What follows belongs to an exercise in optimizing a design on an open flow for small area and a short achievable clock period; a production flow would make more cautious choices.
Where RTL was checked, it was by simulation tests only, not by an equivalence proof against the original.

==> 01-03: inputs <==
## inv_shift_sub_stage
module inv_shift_sub_stage #(
    parameter int TAG_W = 4
) (
    input  logic             CLK,
    input  logic             RST_N,
    input  logic             IN_VALID,
    output logic             IN_READY,
    input  logic [0:127]     IN,
    input  logic [TAG_W-1:0] IN_TAG,
    output logic             OUT_VALID,
    input  logic             OUT_READY,
    output logic [0:127]     OUT,
    output logic [TAG_W-1:0] OUT_TAG
);
Settings: LEC_CHECK=0, CAP_MARGIN=20, CORE_MARGIN=2, CORE_UTILIZATION=35, CTS_CLUSTER_DIAMETER=200, CTS_CLUSTER_SIZE=20, PLACE_DENSITY=0.45, SETUP_SLACK_MARGIN=2.5, SLEW_MARGIN=20, SYNTH_HIERARCHICAL=1, TNS_END_PERCENT=0; clock period 5.0 ns.
standard.sh (not shown) runs the stock make flow with config.mk's settings and CLKGATE_MAP_FILE= SYNTH_SCRIPT=/design/flow/synth_recipe.tcl, a recipe that flattens the netlist after the stock synthesis.
==> flow/flow/run.sh <==
#!/bin/bash
set -euo pipefail
bash standard.sh BUFFER_PORTS_ARGS="-buffer_cell sky130_fd_sc_hd__buf_2" finish > run_make.log 2>&1
==> 09-18 (differences from 01-03) <==
--- a/flow/design.v
+++ b/flow/design.v
@@ -55,29 +55,29 @@
         logic p9; g_xor u_p9 (.a(x[2]), .b(x[5]), .y(p9));
         logic p10; g_xor u_p10 (.a(x[6]), .b(x[7]), .y(p10));
         logic p11; g_xor u_p11 (.a(x[2]), .b(x[3]), .y(p11));
         logic p12; g_xor u_p12 (.a(x[1]), .b(x[4]), .y(p12));
         logic p13; g_xor u_p13 (.a(x[3]), .b(x[5]), .y(p13));
         logic p14; g_xor u_p14 (.a(p8), .b(p9), .y(p14));
         logic p15; g_xor u_p15 (.a(x[0]), .b(x[4]), .y(p15));
-        logic p16; g_xor u_p16 (.a(p63), .b(x[4]), .y(p16));
+        logic p16; g_xor u_p16 (.a(p8), .b(x[4]), .y(p16));
         logic p17; g_xor u_p17 (.a(p10), .b(p11), .y(p17));
         logic p18; g_xor u_p18 (.a(x[0]), .b(x[5]), .y(p18));
         logic p19; g_xor u_p19 (.a(p12), .b(p13), .y(p19));
         logic p20; g_xor u_p20 (.a(p13), .b(x[6]), .y(p20));
         logic p21; g_xor u_p21 (.a(p9), .b(p10), .y(p21));
         logic p22; g_xor u_p22 (.a(p14), .b(x[6]), .y(p22));
         logic p23; g_xor u_p23 (.a(x[1]), .b(x[2]), .y(p23));
         logic p24; g_xor u_p24 (.a(p8), .b(x[3]), .y(p24));
         logic p25; g_xor u_p25 (.a(p11), .b(x[1]), .y(p25));
-        logic p26; g_xor u_p26 (.a(p63), .b(p11), .y(p26));
+        logic p26; g_xor u_p26 (.a(p8), .b(p11), .y(p26));
         logic p27; g_xor u_p27 (.a(p8), .b(x[5]), .y(p27));
         logic p28; g_xor u_p28 (.a(p9), .b(x[4]), .y(p28));
         logic p29; g_xor u_p29 (.a(p12), .b(x[6]), .y(p29));
-        logic p30; g_xor u_p30 (.a(p63), .b(x[7]), .y(p30));
+        logic p30; g_xor u_p30 (.a(p8), .b(x[7]), .y(p30));
         logic p31; g_xor u_p31 (.a(p10), .b(p15), .y(p31));
         logic p32; g_xor u_p32 (.a(p16), .b(x[2]), .y(p32));
         logic p33; g_xor u_p33 (.a(p15), .b(p17), .y(p33));
         logic p34; g_xor u_p34 (.a(p12), .b(p17), .y(p34));
         logic p35; assign p35 = ~x[1];
         logic p36; g_xnor u_p36 (.a(p8), .b(p9), .y(p36));
         logic p37; g_nand u_p37 (.a(p32), .b(p31), .y(p37));
@@ -99,15 +99,14 @@
         logic p53; g_xor u_p53 (.a(p49), .b(p44), .y(p53));
         logic p54; g_xor u_p54 (.a(p50), .b(p42), .y(p54));
         logic p55; g_xor u_p55 (.a(p51), .b(p41), .y(p55));
         logic p57; g_xor u_p57 (.a(p47), .b(p53), .y(p57));
         logic p60; g_xnor u_p60 (.a(p46), .b(p52), .y(p60));
         logic p61; g_xnor u_p61 (.a(p46), .b(p54), .y(p61));
         logic p62; g_xnor u_p62 (.a(p47), .b(p55), .y(p62));
-        logic p63; g_xor u_p63 (.a(x[0]), .b(x[1]), .y(p63));
         assign o1[0] = p20;
         assign o1[1] = p19;
         assign o1[2] = p22;
         assign o1[3] = p21;
         assign o1[4] = p18;
         assign o1[5] = p35;
         assign o1[6] = p36;
@@ -184,56 +183,55 @@
         logic q74; g_nand u_q74 (.a(q46), .b(q29), .y(q74));
         logic q75; g_nand u_q75 (.a(r[5]), .b(q26), .y(q75));
         logic q76; g_nand u_q76 (.a(r[4]), .b(q32), .y(q76));
         logic q77; g_nand u_q77 (.a(q32), .b(q56), .y(q77));
         logic q78; g_nand u_q78 (.a(q26), .b(q57), .y(q78));
         logic q79; g_nand u_q79 (.a(q36), .b(q51), .y(q79));
         logic q80; g_nand u_q80 (.a(q33), .b(q58), .y(q80));
-        logic q81; g_xor u_q81 (.a(q69), .b(q72), .y(q81));
-        logic q82; g_xor u_q82 (.a(q81), .b(q73), .y(q82));
-        logic q83; g_xor u_q83 (.a(q82), .b(q71), .y(q83));
-        logic q84; g_xor u_q84 (.a(q66), .b(q67), .y(q84));
-        logic q85; g_xor u_q85 (.a(q60), .b(q63), .y(q85));
-        logic q86; g_xor u_q86 (.a(q63), .b(q64), .y(q86));
-        logic q87; g_xor u_q87 (.a(q85), .b(q65), .y(q87));
-        logic q88; g_xor u_q88 (.a(q61), .b(q70), .y(q88));
-        logic q89; g_xor u_q89 (.a(q69), .b(q76), .y(q89));
-        logic q90; g_xor u_q90 (.a(q66), .b(q74), .y(q90));
-        logic q91; g_xor u_q91 (.a(q78), .b(q80), .y(q91));
-        logic q92; g_xor u_q92 (.a(q74), .b(q75), .y(q92));
-        logic q93; g_xor u_q93 (.a(q90), .b(q60), .y(q93));
-        logic q94; g_xor u_q94 (.a(q84), .b(q87), .y(q94));
-        logic q95; g_xor u_q95 (.a(q88), .b(q68), .y(q95));
-        logic q96; g_xor u_q96 (.a(q64), .b(q67), .y(q96));
-        logic q97; g_xor u_q97 (.a(q84), .b(q86), .y(q97));
-        logic q98; g_xor u_q98 (.a(q96), .b(q68), .y(q98));
-        logic q99; g_xor u_q99 (.a(q87), .b(q61), .y(q99));
-        logic q100; g_xor u_q100 (.a(q92), .b(q86), .y(q100));
-        logic q101; g_xor u_q101 (.a(q91), .b(q77), .y(q101));
-        logic q102; g_xor u_q102 (.a(q99), .b(q83), .y(q102));
-        logic q103; g_xor u_q103 (.a(q98), .b(q65), .y(q103));
-        logic q104; g_xor u_q104 (.a(q100), .b(q71), .y(q104));
-        logic q105; g_xor u_q105 (.a(q88), .b(q62), .y(q105));
-        logic q106; g_xor u_q106 (.a(q89), .b(q75), .y(q106));
-        logic q107; g_xor u_q107 (.a(q93), .b(q89), .y(q107));
-        logic q108; g_xor u_q108 (.a(q101), .b(q79), .y(q108));
-        logic q109; g_xor u_q109 (.a(q97), .b(q83), .y(q109));
-        logic q110; g_xor u_q110 (.a(q94), .b(q62), .y(q110));
-        logic q111; g_xor u_q111 (.a(q106), .b(q71), .y(q111));
-        logic q112; g_xor u_q112 (.a(q83), .b(q103), .y(q112));
-        logic q113; g_xor u_q113 (.a(q95), .b(q107), .y(q113));
-        logic q114; g_xor u_q114 (.a(q104), .b(q105), .y(q114));
-        assign y[0] = q102;
-        assign y[1] = q113;
-        assign y[2] = q109;
-        assign y[3] = q110;
-        assign y[4] = q108;
-        assign y[5] = q112;
-        assign y[6] = q114;
-        assign y[7] = q111;
+        logic q81; g_xor u_q81 (.a(q69), .b(q71), .y(q81));
+        logic q82; g_xor u_q82 (.a(q72), .b(q73), .y(q82));
+        logic q83; g_xor u_q83 (.a(q81), .b(q82), .y(q83));
+        logic q84; g_xor u_q84 (.a(q63), .b(q64), .y(q84));
+        logic q85; g_xor u_q85 (.a(q66), .b(q67), .y(q85));
+        logic q86; g_xor u_q86 (.a(q60), .b(q63), .y(q86));
+        logic q87; g_xor u_q87 (.a(q61), .b(q70), .y(q87));
+        logic q88; g_xor u_q88 (.a(q86), .b(q65), .y(q88));
+        logic q89; g_xor u_q89 (.a(q87), .b(q74), .y(q89));
+        logic q90; g_xor u_q90 (.a(q66), .b(q69), .y(q90));
+        logic q91; g_xor u_q91 (.a(q64), .b(q67), .y(q91));
+        logic q92; g_xor u_q92 (.a(q78), .b(q80), .y(q92));
+        logic q93; g_xor u_q93 (.a(q90), .b(q68), .y(q93));
+        logic q94; g_xor u_q94 (.a(q91), .b(q65), .y(q94));
+        logic q95; g_xor u_q95 (.a(q75), .b(q76), .y(q95));
+        logic q96; g_xor u_q96 (.a(q93), .b(q60), .y(q96));
+        logic q97; g_xor u_q97 (.a(q84), .b(q75), .y(q97));
+        logic q98; g_xor u_q98 (.a(q84), .b(q85), .y(q98));
+        logic q99; g_xor u_q99 (.a(q92), .b(q79), .y(q99));
+        logic q100; g_xor u_q100 (.a(q88), .b(q61), .y(q100));
+        logic q101; g_xor u_q101 (.a(q99), .b(q77), .y(q101));
+        logic q102; g_xor u_q102 (.a(q62), .b(q71), .y(q102));
+        logic q103; g_xor u_q103 (.a(q89), .b(q76), .y(q103));
+        logic q104; g_xor u_q104 (.a(q85), .b(q88), .y(q104));
+        logic q105; g_xor u_q105 (.a(q96), .b(q103), .y(q105));
+        logic q106; g_xor u_q106 (.a(q94), .b(q68), .y(q106));
+        logic q107; g_xor u_q107 (.a(q97), .b(q102), .y(q107));
+        logic q108; g_xor u_q108 (.a(q81), .b(q95), .y(q108));
+        logic q109; g_xor u_q109 (.a(q104), .b(q62), .y(q109));
+        logic q110; g_xor u_q110 (.a(q98), .b(q83), .y(q110));
+        logic q111; g_xor u_q111 (.a(q100), .b(q83), .y(q111));
+        logic q112; g_xor u_q112 (.a(q107), .b(q89), .y(q112));
+        logic q113; g_xor u_q113 (.a(q83), .b(q106), .y(q113));
+        assign y[0] = q111;
+        assign y[1] = q105;
+        assign y[2] = q110;
+        assign y[3] = q109;
+        assign y[4] = q101;
+        assign y[5] = q113;
+        assign y[6] = q112;
+        assign y[7] = q108;
         assign s2_d[k]       = y;
         assign OUT[8*k +: 8] = s2[k];
     end
     always_ff @(posedge CLK) begin
         for (int k = 0; k < 16; k++) begin
             if (en[k * NEN / 16]) begin
                 s1[k] <= s1_d[k];
- CORE_UTILIZATION: 35 -> 22
- CTS_CLUSTER_DIAMETER: 200 -> not set
- CTS_CLUSTER_SIZE: 20 -> not set
- PLACE_DENSITY: 0.45 -> 0.3
- SETUP_SLACK_MARGIN: 2.5 -> 2.6
==> 09-16 (differences from 01-03) <==
--- a/flow/design.v
+++ b/flow/design.v
@@ -55,29 +55,29 @@
         logic p9; g_xor u_p9 (.a(x[2]), .b(x[5]), .y(p9));
         logic p10; g_xor u_p10 (.a(x[6]), .b(x[7]), .y(p10));
         logic p11; g_xor u_p11 (.a(x[2]), .b(x[3]), .y(p11));
         logic p12; g_xor u_p12 (.a(x[1]), .b(x[4]), .y(p12));
         logic p13; g_xor u_p13 (.a(x[3]), .b(x[5]), .y(p13));
         logic p14; g_xor u_p14 (.a(p8), .b(p9), .y(p14));
         logic p15; g_xor u_p15 (.a(x[0]), .b(x[4]), .y(p15));
-        logic p16; g_xor u_p16 (.a(p63), .b(x[4]), .y(p16));
+        logic p16; g_xor u_p16 (.a(p8), .b(x[4]), .y(p16));
         logic p17; g_xor u_p17 (.a(p10), .b(p11), .y(p17));
         logic p18; g_xor u_p18 (.a(x[0]), .b(x[5]), .y(p18));
         logic p19; g_xor u_p19 (.a(p12), .b(p13), .y(p19));
         logic p20; g_xor u_p20 (.a(p13), .b(x[6]), .y(p20));
         logic p21; g_xor u_p21 (.a(p9), .b(p10), .y(p21));
         logic p22; g_xor u_p22 (.a(p14), .b(x[6]), .y(p22));
         logic p23; g_xor u_p23 (.a(x[1]), .b(x[2]), .y(p23));
         logic p24; g_xor u_p24 (.a(p8), .b(x[3]), .y(p24));
         logic p25; g_xor u_p25 (.a(p11), .b(x[1]), .y(p25));
-        logic p26; g_xor u_p26 (.a(p63), .b(p11), .y(p26));
+        logic p26; g_xor u_p26 (.a(p8), .b(p11), .y(p26));
         logic p27; g_xor u_p27 (.a(p8), .b(x[5]), .y(p27));
         logic p28; g_xor u_p28 (.a(p9), .b(x[4]), .y(p28));
         logic p29; g_xor u_p29 (.a(p12), .b(x[6]), .y(p29));
-        logic p30; g_xor u_p30 (.a(p63), .b(x[7]), .y(p30));
+        logic p30; g_xor u_p30 (.a(p8), .b(x[7]), .y(p30));
         logic p31; g_xor u_p31 (.a(p10), .b(p15), .y(p31));
         logic p32; g_xor u_p32 (.a(p16), .b(x[2]), .y(p32));
         logic p33; g_xor u_p33 (.a(p15), .b(p17), .y(p33));
         logic p34; g_xor u_p34 (.a(p12), .b(p17), .y(p34));
         logic p35; assign p35 = ~x[1];
         logic p36; g_xnor u_p36 (.a(p8), .b(p9), .y(p36));
         logic p37; g_nand u_p37 (.a(p32), .b(p31), .y(p37));
@@ -99,15 +99,14 @@
         logic p53; g_xor u_p53 (.a(p49), .b(p44), .y(p53));
         logic p54; g_xor u_p54 (.a(p50), .b(p42), .y(p54));
         logic p55; g_xor u_p55 (.a(p51), .b(p41), .y(p55));
         logic p57; g_xor u_p57 (.a(p47), .b(p53), .y(p57));
         logic p60; g_xnor u_p60 (.a(p46), .b(p52), .y(p60));
         logic p61; g_xnor u_p61 (.a(p46), .b(p54), .y(p61));
         logic p62; g_xnor u_p62 (.a(p47), .b(p55), .y(p62));
-        logic p63; g_xor u_p63 (.a(x[0]), .b(x[1]), .y(p63));
         assign o1[0] = p20;
         assign o1[1] = p19;
         assign o1[2] = p22;
         assign o1[3] = p21;
         assign o1[4] = p18;
         assign o1[5] = p35;
         assign o1[6] = p36;
==> qor summary <==
|  | 01-03 | 09-16 | 09-18 |
|---|---|---|---|
| Final clock skew | 22.9 ps | 27.1 ps | 29.7 ps |
| Layout Area Growth over Synthesis | 12.4% | 12.2% | 19.7% |
| Die Footprint | 81100 um^2 | 80700 um^2 | 127000 um^2 |
| GR met2 Demand/Resource | 24.1% | 24.4% | 17.5% |
| Most repeated library cell on the critical path | sky130_fd_sc_hd__xor2_1 | sky130_fd_sc_hd__xor2_1 | - |
| Met3 layer wire length in the routed design | 2680 um | 3090 um | 3490 um |
| Via count of the first global-routing pass | 18885 | 18813 | 19530 |
| CP Capture Point | s2[38]$_DFFE_PP_ | s2[117]$_DFFE_PP_ | s2[50]$_DFFE_PP_ |
| Fraction of area in multi-input gates | 55.9% | 55.7% | 52.4% |
| Final critical-path setup slack | 2530 ps | 2490 ps | 2550 ps |
| Pre-CTS setup slack | 2090 ps | 1960 ps | 1890 ps |
| Average detailed-routed wire length per instance | 14.2 um | 14.2 um | 14.4 um |
| Compound-gate portion of the synthesized area | 6.24% | 6.27% | 6.31% |
| Rows | 102 | 102 | 129 |
| Hold Startpoint | tag1[3]$_DFFE_PP_ | tag1[1]$_DFFE_PP_ | tag1[2]$_DFFE_PP_ |
| Run status | complete, no violations | complete, no violations | complete, no violations |
| Total nets after synthesis | 2973 | 2957 | 2941 |
| Final Cell Area | 31000 um^2 | 30800 um^2 | 32700 um^2 |
| Time the final worst path needs with I/O delays and setup | 2470 ps | 2510 ps | 2450 ps |
Only the layout flow was run in 01-03 and 09-16; the RTL was not checked for function there.

[separate check: timing with driven ports]
Ports are ideal in the flow. The routed layouts listed here were re-timed in OpenROAD. Step 1 assumes that a clkbuf_16 drives the clock port and a buf_2 every other input. Step 2 times the ports against the registers' clock, not the clock port: input delays grow and output delays shrink by t, the midpoint of the rising clock arrivals with the driver on. Three values: ideal, step 1, step 2; two values: the first two.
run	shift t [ns]	slack for setup (ns)	worst hold slack (ns)	cell pins on the clock port's net
01-03	0.613	2.533 / 2.533 / 2.072	0.425 / 0.425 / 0.425	1
09-18	0.694	2.545 / 2.545 / 1.933	0.419 / 0.419 / 0.419	1
09-16	0.613	2.491 / 2.491 / 1.965	0.430 / 0.430 / 0.430	1
After both steps setup and hold are still met in every run listed. The setup slack of 09-18, which loses most, moves by 0.000 ns with the drivers and by -0.612 ns with both steps.
